Context: an optimization exercise on an open-source flow, tuned for small area. The choices shown serve that exercise and are no tape-out recipe.
RTL that was checked went through simulation tests only; none was proved equivalent to the original.
The RTL of runs 2 and 3 was laid out without a check of its function.
Power is estimated from default activity; no workload was simulated.

--- flow/constraint.sdc ---
create_clock -name core_clock -period 8.0 [get_ports {clk}]
set_input_delay 1.6000 -clock core_clock [delete_from_list [all_inputs] [get_ports {clk}]]
set_output_delay 1.6000 -clock core_clock [all_outputs]
set_load 0.01 [all_outputs]
--- flow/design.v ---
module regfile_sb #(
    parameter int XLEN = 32,
    parameter int NREGS = 32,
    parameter int ADDR_W = 5,
    parameter bit BYPASS = 1'b1,
    parameter bit ZERO_REG = 1'b1
) (
    input logic clk,
    input logic rst_n,
    input logic [ADDR_W-1:0] rs1_addr,
    input logic [ADDR_W-1:0] rs2_addr,
    output logic [XLEN-1:0] rs1_rdata,
    output logic [XLEN-1:0] rs2_rdata,
    output logic rs1_busy,
    output logic rs2_busy,
    input logic issue_valid,
    input logic [ADDR_W-1:0] issue_rd,
    input logic wb_valid,
    input logic [ADDR_W-1:0] wb_rd,
    input logic [XLEN-1:0] wb_data,
    input logic flush,
    output logic [ADDR_W:0] pending_cnt
);
    logic [XLEN-1:0] regs [NREGS];
    logic [NREGS-1:0] sb;
    logic [NREGS-1:0] sb_next;
    logic we;
    logic z1;
    logic z2;
    logic hit1;
    logic hit2;
    assign we = wb_valid && !(ZERO_REG && wb_rd == '0);
    assign z1 = ZERO_REG && rs1_addr == '0;
    assign z2 = ZERO_REG && rs2_addr == '0;
    assign hit1 = BYPASS && rst_n && wb_valid && wb_rd == rs1_addr;
    assign hit2 = BYPASS && rst_n && wb_valid && wb_rd == rs2_addr;
    assign rs1_rdata = z1 ? '0 : hit1 ? wb_data : regs[rs1_addr];
    assign rs2_rdata = z2 ? '0 : hit2 ? wb_data : regs[rs2_addr];
    assign rs1_busy = !z1 && !hit1 && sb[rs1_addr];
    assign rs2_busy = !z2 && !hit2 && sb[rs2_addr];
    always_comb begin
        sb_next = sb;
        if (wb_valid) sb_next[wb_rd] = 1'b0;
        if (issue_valid) sb_next[issue_rd] = 1'b1;
        if (flush) sb_next = '0;
        if (ZERO_REG) sb_next[0] = 1'b0;
    end
    always_ff @(posedge clk or negedge rst_n) begin
        if (!rst_n) begin
            for (int i = 0; i < NREGS; i++) regs[i] <= '0;
            sb <= '0;
            pending_cnt <= '0;
        end else begin
            if (we) regs[wb_rd] <= wb_data;
            sb <= sb_next;
            pending_cnt <= (ADDR_W + 1)'($countones(sb));
        end
    end
endmodule
--- flow/config.mk ---
export PLATFORM = sky130hd
export DESIGN_NAME = regfile_sb
export DESIGN_NICKNAME = regfile_sb
export VERILOG_FILES = /design/flow/design.v
export SDC_FILE = /design/flow/constraint.sdc
export NUM_CORES = 4
export LEC_CHECK = 0
export CAP_MARGIN = 20
export CORE_MARGIN = 2
export CORE_UTILIZATION = 30
export SLEW_MARGIN = 20
--- flow/run.sh ---
#!/bin/bash
# synth_recipe.tcl (not shown) runs the flow's synth.tcl, then flattens the netlist and writes it again
# the make line also repeats each setting of config.mk as NAME=value (left out here)
make -C /OpenROAD-flow-scripts/flow DESIGN_CONFIG=/design/flow/config.mk WORK_HOME=/design/flow/orfs CLKGATE_MAP_FILE= SYNTH_SCRIPT=/design/flow/synth_recipe.tcl finish
==> summary.md, run 1 <==
| Metric | Value |
|---|---|
| Status | finished clean |
| Fillers | 18.02k |
| # H-tree levels | 3 |
| Setup Crit Path Kind | in2out |
| Initial antenna violation count | 36 |
| CTS tree | done |
| Fin Hold WS | 0.5102 ns |
| CP max FO | 27 |
| Clock share of power | 37.6% |
| Relative slew slack | 9.301% |
| VDD IR-drop max | 0.0002050 V |
| Reg2Reg Launch Point | sb[2] |
| Minimum clock period | 7.562 ns |
| Clk pin slew, worst setup/hold paths | 0.06 ns |
| EDFF count, synth | 0 |
| TritonCTS Buffers | roughly 110 |
| Crit path capture type | primary output |
| Gp weighted congestion | 1.021 |
| Largest cells by area after synthesis | dfrtp_1 (47%), mux2_2 (20%), a22oi_1 (7.1%) |
| R2R Setup Slk | 3.09 ns |
| IO buf count | 128 |
| Row count | roughly 160 |
| DR iter-0 viols | between 9k and 10k |
| Post-route ant nets | 0 |
| Die W | 432.1 um |
| Final setup viols | 0 |
| FMAX | 132.2 MHz |
| Worst-Margin Slew | between 1 and 1.5 ns |
| Postcts setup bufs | 0 |
| Initial DRT Pass Iterations | 9 |
| Layout cells sized above 1 | between 30 and 40% |
| Syn Std Cell Area | about 0.055 sq mm |
| Hold depth | 1 |
| Overflow left after global routing | 0 |
| Setup TNS | 0 ns |
| Hpwl dp | 183200 um |
| Final Cycle Share | 94.52% |
| Drt wl/cell | approximately 40 um |
| Root Buffer Master | clkbuf_16 |
| Register area share after synthesis | 46.83% |
| Total number of vias | slightly above 50k |
| Clock sinks | 1029 |
| Gate power share | ~15% |
| Leading area contributor after synthesis | dfrtp_1 |
| WP data required | about 6.4 ns |
| RSZ-0062 raised after global routing | false |
| Most common cell after layout, fill and taps aside | dfrtp_1 |
| Startpoint Class | primary input |
| CP endpoint | rs1_rdata[9] |
| Syn Nets | 5009 |
| Largest net degree at the start of global routing | 154 |
| Initial Utilization | 30.10% |
| Share of async-settable or async-resettable flops after synthesis | 100.0% |
| Cell area after placement | 0.06000 sq mm |
| Synth unique cells | 80 |
| Reg2Reg Depth | 15 |
| P_int | 0.01078 W |
| P_sw | 0.004694 W |
| Die height | 432.1 um |
| Routed wire length | 300600 um |
| Layout area overhead | 16.71% |
| Max_cap viols | 0 |
| Vias/cell | around 7 |
| Yosys warning total | 2 |
| Clock Skew | 0.009358 ns |
| Critical Path AT | 5.96 ns |
| Critical path startpoint | rs1_addr[0] |
| Vias in the first global route | 48.52k |
| # DRC | 0 |
| Leak | 28.69 nW |
| Gate Count Post-Synth | approximately 5k |
| Synth top area share | 46.83% |
| Hold Violations, Final | 0 |
| Power Dens Cells | 241.1 mW/mm^2 |
| I/O pin cnt | 129 |
| Slew Limit Fails | 0 |
| Clk Latency, worst-skew pair | 0.77 ns |
| R2R Path End | pending_cnt[4] |
| Die area | 0.1867 sq mm |
| Synth Area per Inst | 11.19 sq um |
| Most frequent cells in the layout | dfrtp_1 (1029), mux2_2 (971), a22oi_1 (522) |
| Min-Delay Path Class | reg2reg |
| Util after Layout | 35.13% |
| Finished Cell Area | between 0.06 and 0.07 sq mm |
| Seq pwr share | 47.1% |
| Post-synth top flop | dfrtp_1 |
| Final nets | 5017 |
| CTS Hold Bufs | 0 |
| Net Sw Frac | 30.34% |
| Global-route wire length before repair | 406800 um |
| Clock Tree Buf Depth | 3 |
| Post-CTS sizing | 0 |
| Synthesis-stage register bit count | a little over 1k |
| PnR Total Power | 0.01547 W |
| Core ar. | ~0.18 sq mm |
| All-Layer GR Usage | between 30 and 40% |
worst min path at each step:
| stage | end | start | slack [ns] |
|---|---|---|---|
| floorplan | regs[8][22] | regs[8][22] | 0.46 |
| global placement | regs[7][18] | regs[7][18] | 0.49 |
| detailed placement | regs[8][22] | regs[8][22] | 0.49 |
| CTS | regs[8][22] | regs[8][22] | 0.51 |
| global route | regs[8][22] | regs[8][22] | 0.53 |
| finish | regs[7][18] | regs[7][18] | 0.51 |
metrics by stage:
stage	std cells	setup slack (ns)
2_1_floorplan	4913	3.155
3_3_place_gp	7181	0.5806
3_5_place_dp	7186	0.7140
4_1_cts	7389	0.6964
5_1_grt	7398	0.4198
6_report	7426	0.4382
cells by family (layout without fill, tap and decap cells):
group | count (synthesis) | count (layout) | synth area share (%)
simple gates | 1218 | 1218 | 12.46
compound gates | 1040 | 1040 | 13.60
flops | 1029 | 1029 | 46.83
mux | 1024 | 1024 | 21.32
buf+inv | 545 | 641 | 4.307
fa+ha+maj | 39 | 39 | 1.201
xor+xnor | 18 | 18 | 0.2867
other cells | 0 | 32 | 0
Yosys cell counts (18+ instances only):
cell type / n
a22oi_1: 522
a221oi_1: 41
o21ai_0: 112
mux2_2: 971
o21ai_1: 61
clkbuf_1: 278
buf_1: 33
buf_2: 144
buf_4: 22
nor2_1: 82
dfrtp_1: 1029
and3_1: 447
nand3_1: 139
a2111oi_0: 132
fa_1: 23
nor4_1: 57
nand2_1: 224
nand4_1: 112
inv_1: 58
mux4_2: 18
mux2_1: 25
a21oi_1: 85
nor3_1: 26
power groups by stage:
stage	sequential (W)	clock, W	combinational (W)
after floorplan	0.00678	0	0.00142
after detailed placement	0.00726	0	0.00230
final	0.00728	0.00583	0.00236
after CTS	0.00718	0.00580	0.00231
after global placement	0.00725	0	0.00225
after global routing	0.00731	0.00603	0.00248
critical path: stages:
cell	delay (ns)
buf_2	0.58
nand2b_1	0.43
buf_4	0.31
nor2_4	0.21
buf_12	0.25
a22oi_1	0.32
o2111ai_1	0.36
nor4_1	1.00
buf_4	0.24
o21ai_1	0.08
clkdlybuf4s50_1	0.49
flip-flops by register name (all words and copies together), names as in the netlist:
register     count
regs           992
sb              31
pending_cnt      6
per-layer routing:
| layer | track usage (%) | vias up | routed length [um] |
|---|---|---|---|
| met1 | 38.41 | 25676 | 108500 |
| met2 | 43.83 | 5039 | 121200 |
| met3 | 13.17 | 1638 | 43920 |
| met4 | 21.89 | 20 | 26800 |
| li1 | - | 18757 | - |
| met5 | 0 | - | 205 |
layout make-up:
cell class	instances	area [sq um]	area share, %
diodes	32	80.08	0.1248
clock buffers	156	3311	5.159
clock inverters	47	749.5	1.168
inverters	60	225.2	0.3509
multi-input cells	3339	27500	42.85
flip-flops and latches	1029	25750	40.12
well taps	2385	2984	4.650
repair buffers	378	3575	5.570
==> inputs of run 2 (changes only) <==
==> flow/design.v (replaced) <==
module regfile_sb_wrow (
    input logic we,
    input logic we_n,
    input logic [31:0] d,
    input logic [31:0] q,
    output logic [31:0] y
);
    assign y = ({32{we}} & d) | ({32{we_n}} & q);
endmodule
module regfile_sb_aoi3 (
    input logic [2:0] s,
    input logic [2:0] v,
    output logic y
);
    assign y = !((s[0] & v[0]) | (s[1] & v[1]) | (s[2] & v[2]));
endmodule
module regfile_sb_aoi2 (
    input logic [1:0] s,
    input logic [1:0] v,
    output logic y
);
    assign y = !((s[0] & v[0]) | (s[1] & v[1]));
endmodule
module regfile_sb_rbit (
    input logic [31:0] s,
    input logic [31:0] v,
    output logic y
);
    logic [10:0] n;
    for (genvar g = 0; g < 10; g++) begin : g_aoi
        regfile_sb_aoi3 u_aoi (.s(s[3*g+:3]), .v(v[3*g+:3]), .y(n[g]));
    end
    regfile_sb_aoi2 u_aoi2 (.s(s[31:30]), .v(v[31:30]), .y(n[10]));
    assign y = !(&n);
endmodule
module regfile_sb (
    input logic clk,
    input logic rst_n,
    input logic [4:0] rs1_addr,
    input logic [4:0] rs2_addr,
    output logic [31:0] rs1_rdata,
    output logic [31:0] rs2_rdata,
    output logic rs1_busy,
    output logic rs2_busy,
    input logic issue_valid,
    input logic [4:0] issue_rd,
    input logic wb_valid,
    input logic [4:0] wb_rd,
    input logic [31:0] wb_data,
    input logic flush,
    output logic [5:0] pending_cnt
);
    logic [31:1][31:0] regs;
    logic [31:1][31:0] regs_nx;
    logic [31:1] vld;
    logic [31:1] sb;
    logic [31:1] wdec;    
    logic [31:1] idec;    
    logic [31:1] whit;    
    logic [31:1] rdok;    
    logic [31:1] rbsy;    
    logic [31:1] d1, d2;  
    logic [31:1] s1, s2;  
    logic hit1, hit2;
    always_comb begin
        for (int r = 1; r < 32; r++) begin
            wdec[r] = wb_valid && wb_rd == 5'(r);
            idec[r] = issue_valid && issue_rd == 5'(r);
            d1[r] = rs1_addr == 5'(r);
            d2[r] = rs2_addr == 5'(r);
        end
    end
    assign whit = wdec & {31{rst_n}};
    assign rdok = vld & ~whit;
    assign rbsy = sb & ~whit;
    assign hit1 = |(d1 & whit);
    assign hit2 = |(d2 & whit);
    assign s1 = d1 & rdok;
    assign s2 = d2 & rdok;
    for (genvar r = 1; r < 32; r++) begin : g_wr
        regfile_sb_wrow u_wrow (.we(wdec[r]), .we_n(!wdec[r]), .d(wb_data), .q(regs[r]), .y(regs_nx[r]));
    end
    for (genvar b = 0; b < 32; b++) begin : g_rd
        logic [31:1] col;
        for (genvar r = 1; r < 32; r++) begin : g_col
            assign col[r] = regs[r][b];
        end
        regfile_sb_rbit u_rd1 (.s({s1, hit1}), .v({col, wb_data[b]}), .y(rs1_rdata[b]));
        regfile_sb_rbit u_rd2 (.s({s2, hit2}), .v({col, wb_data[b]}), .y(rs2_rdata[b]));
    end
    assign rs1_busy = |(d1 & rbsy);
    assign rs2_busy = |(d2 & rbsy);
    always_ff @(posedge clk) begin
        regs <= regs_nx;
    end
    always_ff @(posedge clk or negedge rst_n) begin
        if (!rst_n) begin
            vld <= '0;
            sb <= '0;
            pending_cnt <= '0;
        end else begin
            vld <= vld | wdec;
            sb <= flush ? '0 : (sb & ~wdec) | idec;
            pending_cnt <= 6'($countones(sb));
        end
    end
endmodule
--- a/flow/config.mk
+++ b/flow/config.mk
@@ -11 +11,2 @@
 export SLEW_MARGIN = 20
+export SYNTH_HIERARCHICAL = 1
==> run 2 against run 1 <==
Effect of this change:
- still clean on timing, DRC and antenna
- die area fell by 17%
- final cell count fell by 17%
- clock skew rose by 0.0023 ns
- clock power fell by 12%
- combinational power fell by about 20%
- critical path depth fell by 2
- register-to-register slack got worse by 0.08 ns
- first-iteration DRC count fell by 0.57%
- synthesized cell count fell by 21%
- setup slack got worse by 0.27 ns
- area after synthesis fell by 18%
- fmax fell by 3.4%
- largest cell class is now flip-flops and latches
- largest power group unchanged
==> summary.md, run 2 <==
| Metric | Value |
|---|---|
| Worst-Margin Slew | 1.253 ns (-0.1080 ns) |
| Most frequent cells in the layout | dfxtp_1 (992), a22o_1 (930), a222oi_1 (640) |
| Top Registers | regs x992, sb x31, vld x31 |
| Largest cells by area after synthesis | dfxtp_1 (44%), a22o_1 (18%), a222oi_1 (14%) |
| EDFF count, synth | 0 (unchanged) |
| Top cell by count, worst path | clkdlybuf4s50_1 |
| Leak | 20.68 nW (-28%) |
| Final Cycle Share | 97.88% (+3.4 points) |
| Overflow left after global routing | 0 (unchanged) |
| Status | finished clean |
| Core ar. | 0.1500 sq mm (-18%) |
| TritonCTS Buffers | 104 (-8.0%) |
| Routed wire length | 217300 um (-28%) |
| Most frequent cell after synthesis | dfxtp_1 |
| R2R Setup Slk | 3.01 ns (-0.08 ns) |
| Hpwl dp | 129000 um (-30%) |
| Post-route ant nets | 0 (unchanged) |
| CP max FO | 24 (-11%) |
| RSZ-0062 raised after global routing | false |
| Slew Limit Fails | 0 (unchanged) |
| Hold Violations, Final | 0 (unchanged) |
| Largest stage delay on the critical path | 0.75 ns (-0.25 ns) |
| Critical Path Slowest Stage Cell | or4b_2 |
| Placed cell count | 6001 (-16%) |
| Syn Nets | 3960 (-21%) |
| Relative slew slack | 16.04% (+6.7 points) |
| Synth unique cells | 79 (-1.3%) |
| Most common cell after layout, fill and taps aside | dfxtp_1 |
| Startpoint Class | primary input |
| Vias/cell | 7.079 (+2.8%) |
| Gate Count Post-Synth | 3873 (-21%) |
| Finished Layout Cells | 6199 (-17%) |
| Power Dens Cells | 269.4 mW/mm^2 (+12%) |
| Row count | 142 (-9.6%) |
| Synth Area per Inst | 11.70 sq um (+4.5%) |
| DR iter-0 viols | 9854 (-0.57%) |
| Clk Latency, worst-skew pair | 0.70 ns (-0.07 ns) |
| Drt wl/cell | 35.05 um (-13%) |
| Min-Delay Path Class | reg2reg |
| Critical Path AT | 6.23 ns (+0.27 ns) |
| Synth top cells by count | dfxtp_1 (992), a22o_1 (930), a222oi_1 (640) |
| CTS Hold Bufs | 0 (unchanged) |
| Minimum clock period | 7.830 ns (+0.2686 ns) |
| # DRC | 0 (unchanged) |
| Layout area overhead | 15.88% |
| Post-synth top flop | dfxtp_1 |
| Clock Tree Buf Depth | 3 (unchanged) |
| Vias in the first global route | 41.77k (-14%) |
| Register area share after synthesis | 47.58% (+0.76 points) |
| VDD IR-drop max | 0.0001653 V (-19%) |
| Initial antenna violation count | 5 (-86%) |
| Layout cells sized above 1 | 15.53% (-17 points) |
| Reg with most FFs | regs |
| Root Buffer Master | clkbuf_16 |
| Clock sinks | 1060 (+3.0%) |
| Finished Cell Area | 0.05251 sq mm (-18%) |
| Gp weighted congestion | 0.9835 (-3.6%) |
| Share of async-settable or async-resettable flops after synthesis | 6.415% (-94 points) |
| Setup TNS | 0 ns (unchanged) |
| Die area | 0.1542 sq mm (-17%) |
| IO buf count | 128 (unchanged) |
| Max_cap viols | 0 (unchanged) |
| Leading area contributor after synthesis | dfxtp_1 |
| Clock Skew | 0.01162 ns (+0.002265 ns) |
| Initial Utilization | 30.22% (+0.12 points) |
| WP data required | 6.40 ns (about the same) |
| Initial DRT Pass Iterations | 13 (+4) |
| Setup Crit Path Kind | in2out |
| All-Layer GR Usage | 26.66% (-4.6 points) |
| Synthesis-stage register bit count | 1060 (+3.0%) |
| Die height | 392.6 um (-9.1%) |
| Cell Chain, Critical Path | clkdlybuf4s50_1 -> or4b_2 -> o21ai_0 -> nor3_2 -> buf_4 -> a222oi_1 -> nand4_1 -> or3_1 -> clkdlybuf4s50_1 |
| Syn Std Cell Area | 0.04531 sq mm (-18%) |
| Yosys warning total | 7 (+5) |
| Largest register FFs | 992 (unchanged) |
| FMAX | 127.7 MHz (-3.4%) |
| Total number of vias | 43.88k (-14%) |
| Largest net degree at the start of global routing | 59 (-62%) |
| Crit path capture type | primary output |
| Die W | 392.6 um (-9.1%) |
| Global-route wire length before repair | 304100 um (-25%) |
| # H-tree levels | 3 (unchanged) |
| Final setup viols | 0 (unchanged) |
| CTS tree | done |
| Cell area after placement | 0.04888 sq mm (-19%) |
| Final nets | 4180 (-17%) |
| I/O pin cnt | 129 (unchanged) |
| Synth top area share | 43.83% (-3.0 points) |
| Clk pin slew, worst setup/hold paths | 0.06 ns (about the same) |
run 2: cell types whose count changed in the layout (fill, tap and decap cells not counted), moves of 440 or more:
cell / before / now
a22oi_1: 522 / 25
mux2_2: 971 / 1
dfxtp_1: 0 / 992
a22o_1: 9 / 930
dfrtp_1: 1029 / 68
and3_1: 444 / 4
a222oi_1: 3 / 640
run 2: cell type report:
cell class	count	area, sq um
fill	14833	97450
sequential	1060	21560
multi-input combinational	2488	21410
timing repair buffer	357	3138
clock buffer	149	3085
tap	2016	2522
clock inverter	42	466.7
inverter	82	307.8
antenna	5	12.51
run 2: path summary, 6_finish.rpt:
check,startpoint,end,cells after the start
max,wb_rd[0],rs1_rdata[28],9
min,vld[2],vld[2],1
max reg2reg,sb[18],pending_cnt[4],17
min reg2reg,vld[2],vld[2],1
max in group asynchronous,rst_n,vld[24],2
min in group asynchronous,rst_n,vld[25],1
run 2: what timing repair did:
item / 4_1_cts / 5_1_grt
gates resized for setup: 0 / 7
buffers inserted: 0 / 1
endpoints found under the setup margin: 0 / 13
run 2: modules after synthesis, one instance, submodules excluded:
module | cells | flops+latches | area (sq um)
regfile_sb_rbit | 4 | 0 | 23.77
regfile_sb_aoi2 | 1 | 0 | 12.51
regfile_sb | 1735 | 1060 | 25720
regfile_sb_aoi3 | 1 | 0 | 10.01
regfile_sb_wrow | 38 | 0 | 350.3
run 2: per-layer routing:
| layer | global-route usage (%) | wire length [um] | up-vias |
|---|---|---|---|
| met5 | 0 | 0 | - |
| met4 | 14.91 | 14110 | 0 |
| met3 | 8.917 | 33780 | 764 |
| met2 | 37.45 | 87530 | 4125 |
| met1 | 35.48 | 81890 | 21518 |
| li1 | - | - | 17476 |
run 2: cell families after synthesis:
family | after synthesis | share of synthesized area, %
AO/OA/AOI/OAI | 1840 | 37.42
XOR/XNOR | 5 | 0.09667
adder cells (fa/ha/maj) | 30 | 1.209
buffers and inverters | 326 | 6.097
flip-flops | 1060 | 47.58
multiplexers | 3 | 0.06903
AND/OR/NAND/NOR | 609 | 7.522
run 2: power breakdown:
part           switching [W]  internal [W]  leakage, nW
sequential          0.000818       0.00631         9.12
clock                0.00227       0.00286         1.76
combinational       0.000914      0.000968         9.80
run 2: per-stage QoR:
step / setup WS (ns) / hold slack [ns] / total power, W / utilization [%]
after detailed placement: 0.1694 / 0.4500 / 0.008989 / 32.59
after CTS: 0.1672 / 0.4658 / 0.01404 / 34.96
after global placement: 0.1567 / 0.4433 / 0.008916 / 32.59
after global routing: 0.06466 / 0.4748 / 0.01458 / 35.01
after floorplan: 0.6393 / 0.4275 / 0.008120 / -
final: 0.1696 / 0.4676 / 0.01414 / 35.01
run 2: critical path: cells and delay by family:
kind	cells	cell delay, ns
and+or+nand+nor	4	2.00
AOI/OAI and AO/OA	2	1.04
buffers and inverters	3	1.55
==> inputs of run 3 (changes only) <==
--- a/flow/design.v
+++ b/flow/design.v
@@ -16,9 +16,2 @@
 endmodule
-module regfile_sb_aoi2 (
-    input logic [1:0] s,
-    input logic [1:0] v,
-    output logic y
-);
-    assign y = !((s[0] & v[0]) | (s[1] & v[1]));
-endmodule
 module regfile_sb_rbit (
@@ -32,3 +25,3 @@
     end
-    regfile_sb_aoi2 u_aoi2 (.s(s[31:30]), .v(v[31:30]), .y(n[10]));
+    assign n[10] = !((s[30] & v[30]) | (s[31] & v[31]));
     assign y = !(&n);
@@ -75,4 +68,4 @@
     assign rbsy = sb & ~whit;
-    assign hit1 = |(d1 & whit);
-    assign hit2 = |(d2 & whit);
+    assign hit1 = rst_n && wb_valid && rs1_addr == wb_rd && rs1_addr != '0;
+    assign hit2 = rst_n && wb_valid && rs2_addr == wb_rd && rs2_addr != '0;
     assign s1 = d1 & rdok;
==> flow/flow/run.sh (new file) <==
#!/bin/bash
# Standard ORFS layout (the standard.sh, unchanged synthesis) with these changes:
#  - ports get the smallest buffer (buf_1) instead of the one buffer_ports picks;
#  - clock tree synthesis without dummy loads.
set -euo pipefail
cd "$(dirname "$0")/.."
export BUFFER_PORTS_ARGS="-buffer_cell sky130_fd_sc_hd__buf_1"
export CTS_ARGS="-sink_clustering_enable -repair_clock_nets -dont_use_dummy_load${CTS_EXTRA:+ $CTS_EXTRA}"
bash standard.sh finish > flow_make.log 2>&1
==> flow/standard.sh (new file) <==
#!/bin/bash
# synth_recipe.tcl (not shown) runs the flow's synth.tcl, then flattens the netlist and writes it again
# the make line also repeats each setting of config.mk as NAME=value (left out here)
make -C /OpenROAD-flow-scripts/flow DESIGN_CONFIG=/design/flow/config.mk WORK_HOME=/design/flow/orfs CLKGATE_MAP_FILE= SYNTH_SCRIPT=/design/flow/synth_recipe.tcl "${@:-finish}"
--- a/flow/config.mk
+++ b/flow/config.mk
@@ -9,3 +9,3 @@
 export CORE_MARGIN = 2
-export CORE_UTILIZATION = 30
+export CORE_UTILIZATION = 55
 export SLEW_MARGIN = 20
removed: flow/run.sh
==> run 3 against run 2 <==
Effect of this change:
- non-clock buffer count shrank 40
- fmax up 0.28%
- count of clock-buffer cells in the layout shrank 40
- register-to-register slack worse by 0.04 ns
- utilization increased by 26 points
- sequential power about the same
- sequential cell count did not move
- critical path depth did not move
- setup slack improved by 0.022 ns
- die area fell by 46%
- critical endpoint is now rs2_rdata[5]
- largest power group unchanged
==> summary.md, run 3 <==
| Metric | Value |
|---|---|
| Status | finished clean |
| Fin Hold WS | 0.4650 ns (-0.002566 ns) |
| All-Layer GR Usage | 50.24% (+24 points) |
| Finished Cell Area | 0.04892 sq mm (-6.8%) |
| Total number of vias | 45.10k (+2.8%) |
| Synth top cells by count | a22o_1 (994), dfxtp_1 (992), a222oi_1 (640) |
| Kind of cell adding the most delay to the critical path | simple AND/OR/NAND/NOR gates |
| Top cell by count, worst path | buf_1 |
| Routed wire length | 219900 um (+1.2%) |
| Vias/cell | 8.899 (+26%) |
| Syn Nets | 3891 (-1.7%) |
| Minimum clock period | 7.808 ns (-0.02204 ns) |
| RSZ-0062 raised after global routing | false |
| Hold Violations, Final | 0 (unchanged) |
| Power Dens Cells | 272.9 mW/mm^2 (+1.3%) |
| Cell area after placement | 0.04615 sq mm (-5.6%) |
| VDD IR-drop max | 0.0001896 V (+15%) |
| Slew Limit Fails | 0 (unchanged) |
| Gate power share | 13.5% (+0.2 points) |
| Most frequent cells in the layout | a22o_1 (994), dfxtp_1 (992), a222oi_1 (640) |
| Register area share after synthesis | 48.18% (+0.59 points) |
| CTS tree | done |
| Clock share of power | 32.8% (-3.5 points) |
| Net Sw Frac | 28.26% (about the same) |
| # DRC | 0 (unchanged) |
| Most common cell after layout, fill and taps aside | a22o_1 |
| Post-route ant nets | 0 (unchanged) |
| Util after Layout | 60.73% (+26 points) |
| Post-synthesis mux area share | 0.04473% (-0.024 points) |
| Final Cycle Share | 97.60% (-0.28 points) |
| Global-route wire length before repair | 306700 um (+0.85%) |
| Largest family of logic cells by synthesized area | compound AO/OA/AOI/OAI gates |
| Die area | 0.08367 sq mm (-46%) |
| Yosys warning total | 7 (unchanged) |
| Largest cells by area after synthesis | dfxtp_1 (44%), a22o_1 (19%), a222oi_1 (14%) |
| Drt wl/cell | 43.39 um (+24%) |
| Layout cells sized above 1 | 13.71% (-1.8 points) |
| Postcts setup bufs | 0 (unchanged) |
| CTS Hold Bufs | 0 (unchanged) |
| Largest stage delay on the critical path | 0.97 ns (+0.22 ns) |
| Max_cap viols | 0 (unchanged) |
| Relative slew slack | 17.16% (+1.1 points) |
| Critical Path Slowest Stage Cell | a222oi_1 |
| Initial Utilization | 55.56% (+25 points) |
| FMAX | 128.1 MHz (+0.28%) |
| Post-synth top flop | dfxtp_1 |
| CP max FO | 32 (+33%) |
| Row count | 104 (-27%) |
| Initial antenna violation count | 13 (+8) |
| Clk Latency, worst-skew pair | 0.66 ns (-0.04 ns) |
| Min-Delay Path Class | reg2reg |
| Clock Tree Buf Depth | 3 (unchanged) |
| Clk pin slew, worst setup/hold paths | 0.06 ns (about the same) |
| Syn Std Cell Area | 0.04475 sq mm (-1.2%) |
| Clock Skew | 0.01651 ns (+0.004885 ns) |
| WP data required | 6.40 ns (about the same) |
| P_sw | 0.003773 W (-5.6%) |
| Startpoint Class | primary input |
| Crit path buffers/inverters | 3 (unchanged) |
| Most frequent cell after synthesis | a22o_1 |
| Gate Count Post-Synth | 3804 (-1.8%) |
| Top Registers | regs x992, sb x31, vld x31 |
| Seq pwr share | 53.6% (+3.2 points) |
| Leading area contributor after synthesis | dfxtp_1 |
| Vias in the first global route | 42.99k (+2.9%) |
| Synth top area share | 44.37% (+0.55 points) |
| Final nets | 4094 (-2.1%) |
| Largest register FFs | 992 (unchanged) |
| Synth Area per Inst | 11.77 sq um (+0.56%) |
| Die height | 289.3 um (-26%) |
| Clock sinks | 1060 (unchanged) |
| Synth unique cells | 65 (-18%) |
| Synthesis-stage register bit count | 1060 (unchanged) |
| Critical Path AT | 6.21 ns (-0.02 ns) |
| DR iter-0 viols | 11.79k (+20%) |
| Leak | 19.92 nW (-3.7%) |
| Cell Chain, Critical Path | buf_1 -> nand3_1 -> o21ai_0 -> nor3_2 -> buf_4 -> a222oi_1 -> nand4_1 -> or4_4 -> buf_1 |
| Simple-gate share of the synthesized area | 7.727% (+0.21 points) |
| Core ar. | 0.08055 sq mm (-46%) |
| Synth Area in XOR/XNOR | 0.2153% (+0.12 points) |
| Overflow left after global routing | 0 (unchanged) |
| Setup Crit Path Kind | in2out |
| Root Buffer Master | clkbuf_16 |
| P_int | 0.009579 W (-5.6%) |
| Die W | 289.3 um (-26%) |
| EDFF count, synth | 0 (unchanged) |
| Crit path capture type | primary output |
| I/O pin cnt | 129 (unchanged) |
| Gp weighted congestion | 1.059 (+7.7%) |
| Worst-Margin Slew | 1.243 ns (-0.009938 ns) |
| Final setup viols | 0 (unchanged) |
| Layout area overhead | 9.299% |
| # H-tree levels | 3 (unchanged) |
| Synth Area in Adders | 1.225% (+0.015 points) |
| Setup TNS | 0 ns (unchanged) |
| IO buf count | 128 (unchanged) |
| Share of async-settable or async-resettable flops after synthesis | 6.415% (unchanged) |
| Complex-gate fraction of the synthesized area | 36.86% (-0.56 points) |
| Hpwl dp | 126200 um (-2.1%) |
| Largest net degree at the start of global routing | 53 (-10%) |
| Reg with most FFs | regs |
| TritonCTS Buffers | 109 (+4.8%) |
| PnR Total Power | 0.01335 W (-5.6%) |
| Post-CTS sizing | 0 (unchanged) |
| Initial DRT Pass Iterations | 22 (+9) |
[run 3: worst paths after layout]
kind	from	end	slack, ns	depth (start not counted)
worst min register to register	vld[21]	vld[21]	0.47	1
max in group asynchronous	rst_n	vld[25]	5.99	2
worst max-delay path	wb_rd[2]	rs2_rdata[5]	0.19	9
worst min-delay path	vld[21]	vld[21]	0.47	1
min in group asynchronous	rst_n	vld[29]	0.93	1
worst max register to register	sb[17]	pending_cnt[4]	2.97	17
[run 3: modules after synthesis (local to each module, per instance)]
module	cells	cell area (sq um)	flip-flops and latches	copies in the design
regfile_sb	1666	25170	1060	1
regfile_sb_rbit	5	36.28	0	64
regfile_sb_aoi3	1	10.01	0	640
regfile_sb_wrow	38	350.3	0	31
[run 3: power by group through the flow]
stage | clock network [W] | registers (W) | logic [W]
floorplan | 0 | 0.00697 | 0.00115
global placement | 0 | 0.00712 | 0.00165
detailed placement | 0 | 0.00719 | 0.00171
CTS | 0.00435 | 0.00710 | 0.00172
global route | 0.00455 | 0.00725 | 0.00186
finish | 0.00438 | 0.00716 | 0.00181
[run 3: per-stage QoR]
| stage | setup slack (ns) | instances |
|---|---|---|
| after floorplan | 0.8981 | 3804 |
| after global placement | 0.7953 | 4954 |
| after detailed placement | 0.7695 | 4955 |
| after CTS | 0.7473 | 5064 |
| after global routing | 0.2673 | 5065 |
| final | 0.1917 | 5068 |
[run 3: layout make-up]
type                            count  area [sq um]
Tap cell                         1060          1326
Clock buffer                      109          2728
Fill cell                        6536         31630
Inverter                           84         315.3
Antenna cell                        3         7.507
Timing Repair Buffer              317          1956
Sequential cell                  1060         21560
Multi-Input combinational cell   2435         21020
[run 3: logic make-up (layout without fill, tap and decap cells)]
logic type / after synthesis / after routing
simple gates: 578 / 578
fa+ha+maj: 30 / 30
mux: 2 / 2
flops: 1060 / 1060
compound gates: 1814 / 1814
buf+inv: 309 / 510
xor+xnor: 11 / 11
other cells: 0 / 3
[run 3: per-layer routing]
metal	global-route usage (%)	share of wire, %	vias up
li1	-	-	17048
met2	70.08	40	5166
met1	61.16	33	21563
met5	0	0.043	-
met4	37.45	9.3	14
met3	21.72	18	1311
[run 3: worst reg2reg max path: cells and delay by family, from the launching register on]
| kind | cells | cell delay (ns) |
|---|---|---|
| compound gates | 2 | 0.34 |
| xor+xnor | 1 | 0.17 |
| fa+ha+maj | 8 | 3.56 |
| buf+inv | 6 | 0.40 |
| flops | 1 | 0.46 |
==> inputs of run 4 (changes only) <==
--- a/flow/design.v
+++ b/flow/design.v
@@ -49,5 +49,5 @@
     logic [31:1] sb;
+    logic wv;             
     logic [31:1] wdec;    
     logic [31:1] idec;    
-    logic [31:1] whit;    
     logic [31:1] rdok;    
@@ -57,5 +57,6 @@
     logic hit1, hit2;
+    assign wv = wb_valid && rst_n;
     always_comb begin
         for (int r = 1; r < 32; r++) begin
-            wdec[r] = wb_valid && wb_rd == 5'(r);
+            wdec[r] = wv && wb_rd == 5'(r);
             idec[r] = issue_valid && issue_rd == 5'(r);
@@ -65,7 +66,6 @@
     end
-    assign whit = wdec & {31{rst_n}};
-    assign rdok = vld & ~whit;
-    assign rbsy = sb & ~whit;
-    assign hit1 = rst_n && wb_valid && rs1_addr == wb_rd && rs1_addr != '0;
-    assign hit2 = rst_n && wb_valid && rs2_addr == wb_rd && rs2_addr != '0;
+    assign rdok = vld & ~wdec;
+    assign rbsy = sb & ~wdec;
+    assign hit1 = wv && rs1_addr == wb_rd && rs1_addr != '0;
+    assign hit2 = wv && rs2_addr == wb_rd && rs2_addr != '0;
     assign s1 = d1 & rdok;
@@ -95,3 +95,3 @@
             vld <= vld | wdec;
-            sb <= flush ? '0 : (sb & ~wdec) | idec;
+            sb <= flush ? '0 : rbsy | idec;
             pending_cnt <= 6'($countones(sb));
==> flow/run.sh (new file) <==
#!/bin/bash
# synth_recipe.tcl (not shown) runs the flow's synth.tcl, then flattens the netlist and writes it again
# the make line also repeats each setting of config.mk as NAME=value (left out here)
make -C /OpenROAD-flow-scripts/flow DESIGN_CONFIG=/design/flow/config.mk WORK_HOME=/design/flow/orfs CLKGATE_MAP_FILE= SYNTH_SCRIPT=/design/flow/synth_recipe.tcl finish
--- a/flow/config.mk
+++ b/flow/config.mk
@@ -9,3 +9,3 @@
 export CORE_MARGIN = 2
-export CORE_UTILIZATION = 55
+export CORE_UTILIZATION = 30
 export SLEW_MARGIN = 20
removed: flow/flow/run.sh
removed: flow/standard.sh
==> run 4 against run 3 <==
Effect of this change:
- wire length down 8.8%
- total power down 0.30%
- utilization down 26 points
- sequential cell count unchanged
- final cell count up 18%
- global-route usage down 25 points
- sequential power down 8.1%
- die area up 81%
- setup slack better by 0.33 ns
- via count down 7.0%
- first-iteration DRC count down 21%
- critical endpoint is now rs1_rdata[4]
==> summary.md, run 4 <==
| Metric | Value |
|---|---|
| Seq pwr share | 49.4% (-4.2 points) |
| Syn Std Cell Area | 0.04455 sq mm (-0.45%) |
| Initial Utilization | 30.17% (-25 points) |
| Die W | 389.4 um (+35%) |
| CTS tree | done |
| EDFF count, synth | 0 (unchanged) |
| Register area share after synthesis | 48.39% (+0.22 points) |
| Post-synth top flop | dfxtp_1 |
| Clock Tree Buf Depth | 3 (unchanged) |
| Min-Delay Path Class | reg2reg |
| Clock sinks | 1060 (unchanged) |
| Root Buffer Master | clkbuf_16 |
| CTS Hold Bufs | 0 (unchanged) |
| Minimum clock period | 7.477 ns (-0.3315 ns) |
| Gp weighted congestion | 0.9310 (-12%) |
| Total number of vias | 41.96k (-7.0%) |
| Net Sw Frac | 26.09% (-2.2 points) |
| Crit path capture type | primary output |
| Syn Nets | 3860 (-0.80%) |
| Synth top area share | 44.57% (+0.20 points) |
| Initial antenna violation count | 2 (-11) |
| Most frequent cells in the layout | a22o_1 (994), dfxtp_1 (992), a222oi_1 (640) |
| Initial DRT Pass Iterations | 15 (-32%) |
| DR iter-0 viols | 9355 (-21%) |
| Hold Violations, Final | 0 (unchanged) |
| Setup TNS | 0 ns (unchanged) |
| Reg2Reg Launch Point | sb[18] |
| Gate Count Post-Synth | 3773 (-0.81%) |
| Relative slew slack | 22.30% (+5.1 points) |
| Share of async-settable or async-resettable flops after synthesis | 6.415% (unchanged) |
| # DRC | 0 (unchanged) |
| Largest cells by area after synthesis | dfxtp_1 (45%), a22o_1 (20%), a222oi_1 (14%) |
| Setup Crit Path Kind | in2out |
| Core ar. | 0.1477 sq mm (+83%) |
| Startpoint Class | primary input |
| Layout cells sized above 1 | 14.86% (+1.2 points) |
| Reg with most FFs | regs |
| Slew Limit Fails | 0 (unchanged) |
| CP max FO | 32 (unchanged) |
| Synthesis-stage register bit count | 1060 (unchanged) |
| Area of the multi-input gates | 0.02083 sq mm (-0.91%) |
| Power Dens Cells | 257.8 mW/mm^2 (-5.5%) |
| Largest net degree at the start of global routing | 42 (-21%) |
| Clk Latency, worst-skew pair | 0.70 ns (+0.04 ns) |
| Max_cap viols | 0 (unchanged) |
| Post-route ant nets | 0 (unchanged) |
| Seq. cell area | 0.02156 sq mm (unchanged) |
| R2R Setup Slk | 3.09 ns (+0.12 ns) |
| Top Registers | regs x992, sb x31, vld x31 |
| Vias/cell | 7.007 (-21%) |
| Vias in the first global route | 40.41k (-6.0%) |
| Yosys warning total | 7 (unchanged) |
| HP Start | vld[25] |
| Worst-Margin Slew | 1.162 ns (-0.08087 ns) |
| Crit path buffers/inverters | 3 (unchanged) |
| Post-CTS sizing | 0 (unchanged) |
| RSZ-0062 raised after global routing | false |
| Final nets | 4054 (-0.98%) |
| Kind of cell adding the most delay to the critical path | simple AND/OR/NAND/NOR gates |
| Worst setup margin | 0.5232 ns (+0.3315 ns) |
| Cell Chain, Critical Path | clkdlybuf4s50_1 -> nand2_1 -> nor2_1 -> nand2_2 -> nand2_1 -> nor3_2 -> buf_4 -> a222oi_1 -> nand4_1 -> or4_4 -> clkdlybuf4s50_1 |
| Hold depth | 1 (unchanged) |
| P_int | 0.009838 W (+2.7%) |
| Clock Skew | 0.008759 ns (-0.007750 ns) |
| Leak | 20.13 nW (+1.0%) |
| Critical Path Slowest Stage Cell | clkdlybuf4s50_1 |
| Pre-CTS setup slack | 0.7341 ns (-0.03538 ns) |
| All-Layer GR Usage | 25.12% (-25 points) |
| Global-route wire length before repair | 285900 um (-6.8%) |
| Die height | 389.4 um (+35%) |
| Leading area contributor after synthesis | dfxtp_1 |
| Most frequent cell after synthesis | a22o_1 |
| Gate power share | 9.6% (-3.9 points) |
| IO buf count | 128 (unchanged) |
| Clk pin slew, worst setup/hold paths | 0.06 ns (about the same) |
| VDD IR-drop max | 0.0001790 V (-5.6%) |
| Critical Path AT | 5.88 ns (-0.33 ns) |
| Row count | 141 (+36%) |
| Final setup viols | 0 (unchanged) |
| Hpwl dp | 120400 um (-4.6%) |
| Synth top cells by count | a22o_1 (994), dfxtp_1 (992), a222oi_1 (640) |
| Postcts setup bufs | 0 (unchanged) |
| Synth unique cells | 69 (+6.2%) |
| Status | finished clean |
| Overflow left after global routing | 0 (unchanged) |
| TritonCTS Buffers | 107 (-1.8%) |
| I/O pin cnt | 129 (unchanged) |
| Hold Path End | vld[25] |
| Most common cell after layout, fill and taps aside | a22o_1 |
| Final Cycle Share | 93.46% (-4.1 points) |
| WP data required | 6.40 ns (about the same) |
| Largest stage delay on the critical path | 0.80 ns (-0.17 ns) |
| Layout area overhead | 15.87% |
| Largest register FFs | 992 (unchanged) |
| Die area | 0.1516 sq mm (+81%) |
| Placed cell count | 5788 (+17%) |
| Fillers | 14.45k (+120%) |
| Finished Layout Cells | 5988 (+18%) |
| Routed wire length | 200600 um (-8.8%) |
| Drt wl/cell | 33.50 um (-23%) |
| FMAX | 133.7 MHz (+4.4%) |
| Reg2Reg Depth | 17 (unchanged) |
| P_sw | 0.003472 W (-8.0%) |
| Clock share of power | 41.0% (+8.2 points) |
| Synth Area per Inst | 11.81 sq um (+0.37%) |
| # H-tree levels | 3 (unchanged) |
| R2R Path End | pending_cnt[4] |
==> run 4: changes by cell type in the layout (fill, tap and decap cells not counted), moves of 33 or more <==
cell and change:
clkdlybuf4s50_1 +126, buf_1 -111, nand2_1 +41, o21ai_0 -36, clkbuf_8 +33
==> run 4: worst register-to-register path: stages (launching register included) <==
cell     delay, ns
dfrtp_1       0.46
inv_1         0.10
fa_1          0.48
fa_1          0.52
inv_1         0.05
fa_1          0.47
inv_1         0.05
fa_1          0.53
fa_1          0.43
fa_1          0.49
inv_1         0.05
fa_1          0.37
inv_1         0.09
fa_1          0.22
inv_1         0.05
a21o_1        0.17
a21oi_1       0.17
xnor2_1       0.13
==> run 4: per-stage QoR <==
step	util, %	instance area [sq um]	hold WS [ns]	total power (W)
floorplan	-	44560	0.4346	0.007285
global placement	32.37	47790	0.4486	0.007841
detailed placement	32.36	47790	0.4531	0.007887
CTS	34.96	51620	0.4664	0.01327
global route	34.96	51620	0.4793	0.01369
finish	34.96	51620	0.4632	0.01331
==> run 4: cells by family (layout without fill, tap and decap cells) <==
| group | Yosys count | after routing | synth area share (%) |
|---|---|---|---|
| mux | 1 | 1 | 0.02247 |
| fa+ha+maj | 30 | 30 | 1.230 |
| compound gates | 1797 | 1797 | 36.81 |
| xor+xnor | 11 | 11 | 0.2163 |
| other cells | 0 | 1 | 0 |
| simple gates | 568 | 568 | 7.543 |
| flops | 1060 | 1060 | 48.39 |
| buf+inv | 306 | 590 | 5.785 |
==> run 4: final cells by class <==
cell class	count	area share, %
Clock buffer	166	6.297
Multi-Input combinational cell	2407	40.35
Clock inverter	33	1.129
Antenna cell	1	0.004847
Inverter	81	0.5889
Sequential cell	1060	41.76
Tap cell	1930	4.678
Timing Repair Buffer	310	5.187
==> run 4: per-layer routing <==
metal / up-vias / track usage (%) / wire length (um) / part of all wire, %
met1: 20440 / 34.64 / 78150 / 39
met3: 664 / 7.908 / 30950 / 15
met2: 3895 / 34.47 / 79330 / 40
met4: 0 / 13.58 / 12200 / 6.1
met5: - / 0 / 0 / 0
li1: 16959 / - / - / -
==> run 4: power groups by stage <==
stage	registers, W	logic [W]	clock network [W]
2_1_floorplan	0.00651	0.000778	0
3_3_place_gp	0.00663	0.00121	0
3_5_place_dp	0.00665	0.00124	0
4_1_cts	0.00655	0.00125	0.00548
5_1_grt	0.00666	0.00135	0.00568
6_report	0.00658	0.00128	0.00545
==> run 4: worst max-delay path by stage <==
stage / startpoint / end / slack (ns) / depth (start not counted)
finish: wb_rd[4] / rs1_rdata[4] / 0.52 / 11
global route: wb_rd[4] / rs2_rdata[28] / 0.56 / 11
CTS: wb_rd[4] / rs2_rdata[28] / 0.73 / 11
detailed placement: wb_rd[4] / rs2_rdata[28] / 0.73 / 11
global placement: wb_rd[4] / rs2_rdata[8] / 0.73 / 11
floorplan: rs2_addr[1] / rs2_rdata[0] / 0.79 / 8
==> run 4: Yosys stat by module, one instance, submodules excluded <==
| module | copies in the design | area, sq um | cells | flip-flops and latches |
|---|---|---|---|---|
| regfile_sb | 1 | 24970 | 1635 | 1060 |
| regfile_sb_wrow | 31 | 350.3 | 38 | 0 |
| regfile_sb_rbit | 64 | 36.28 | 5 | 0 |
| regfile_sb_aoi3 | 640 | 10.01 | 1 | 0 |

## what the ideal ports hide
How much do the figures lean on ideal ports? The routed layouts below were timed once more, with nothing changed but the port constraints. Step 1 (the two cells are an assumption about what drives the block):
set clk [get_ports {clk}]
set_driving_cell -lib_cell sky130_fd_sc_hd__clkbuf_16 $clk
set_driving_cell -lib_cell sky130_fd_sc_hd__buf_2 [delete_from_list [all_inputs] $clk]
Step 2, shift: input delay + t, output delay - t, t = (earliest + latest rising clock arrival at the registers) / 2. This alone moves slack from input paths to output paths. Three values: ideal, step 1, step 2; two values: the first two.
run	t (ns)	setup slack, ns	worst slew at a driven data input, ns
run 1	0.864	0.438 / 0.417 / 0.417	0.17
run 2	0.788	0.170 / 0.134 / 0.134	0.10
run 3	0.734	0.192 / 0.164 / 0.164	0.08
run 4	0.796	0.523 / 0.497 / 0.497	0.08
After both steps setup and hold are still met in every run listed. For run 2, which loses most, drivers alone change the setup slack by -0.036 ns; drivers and shift together by -0.036 ns.
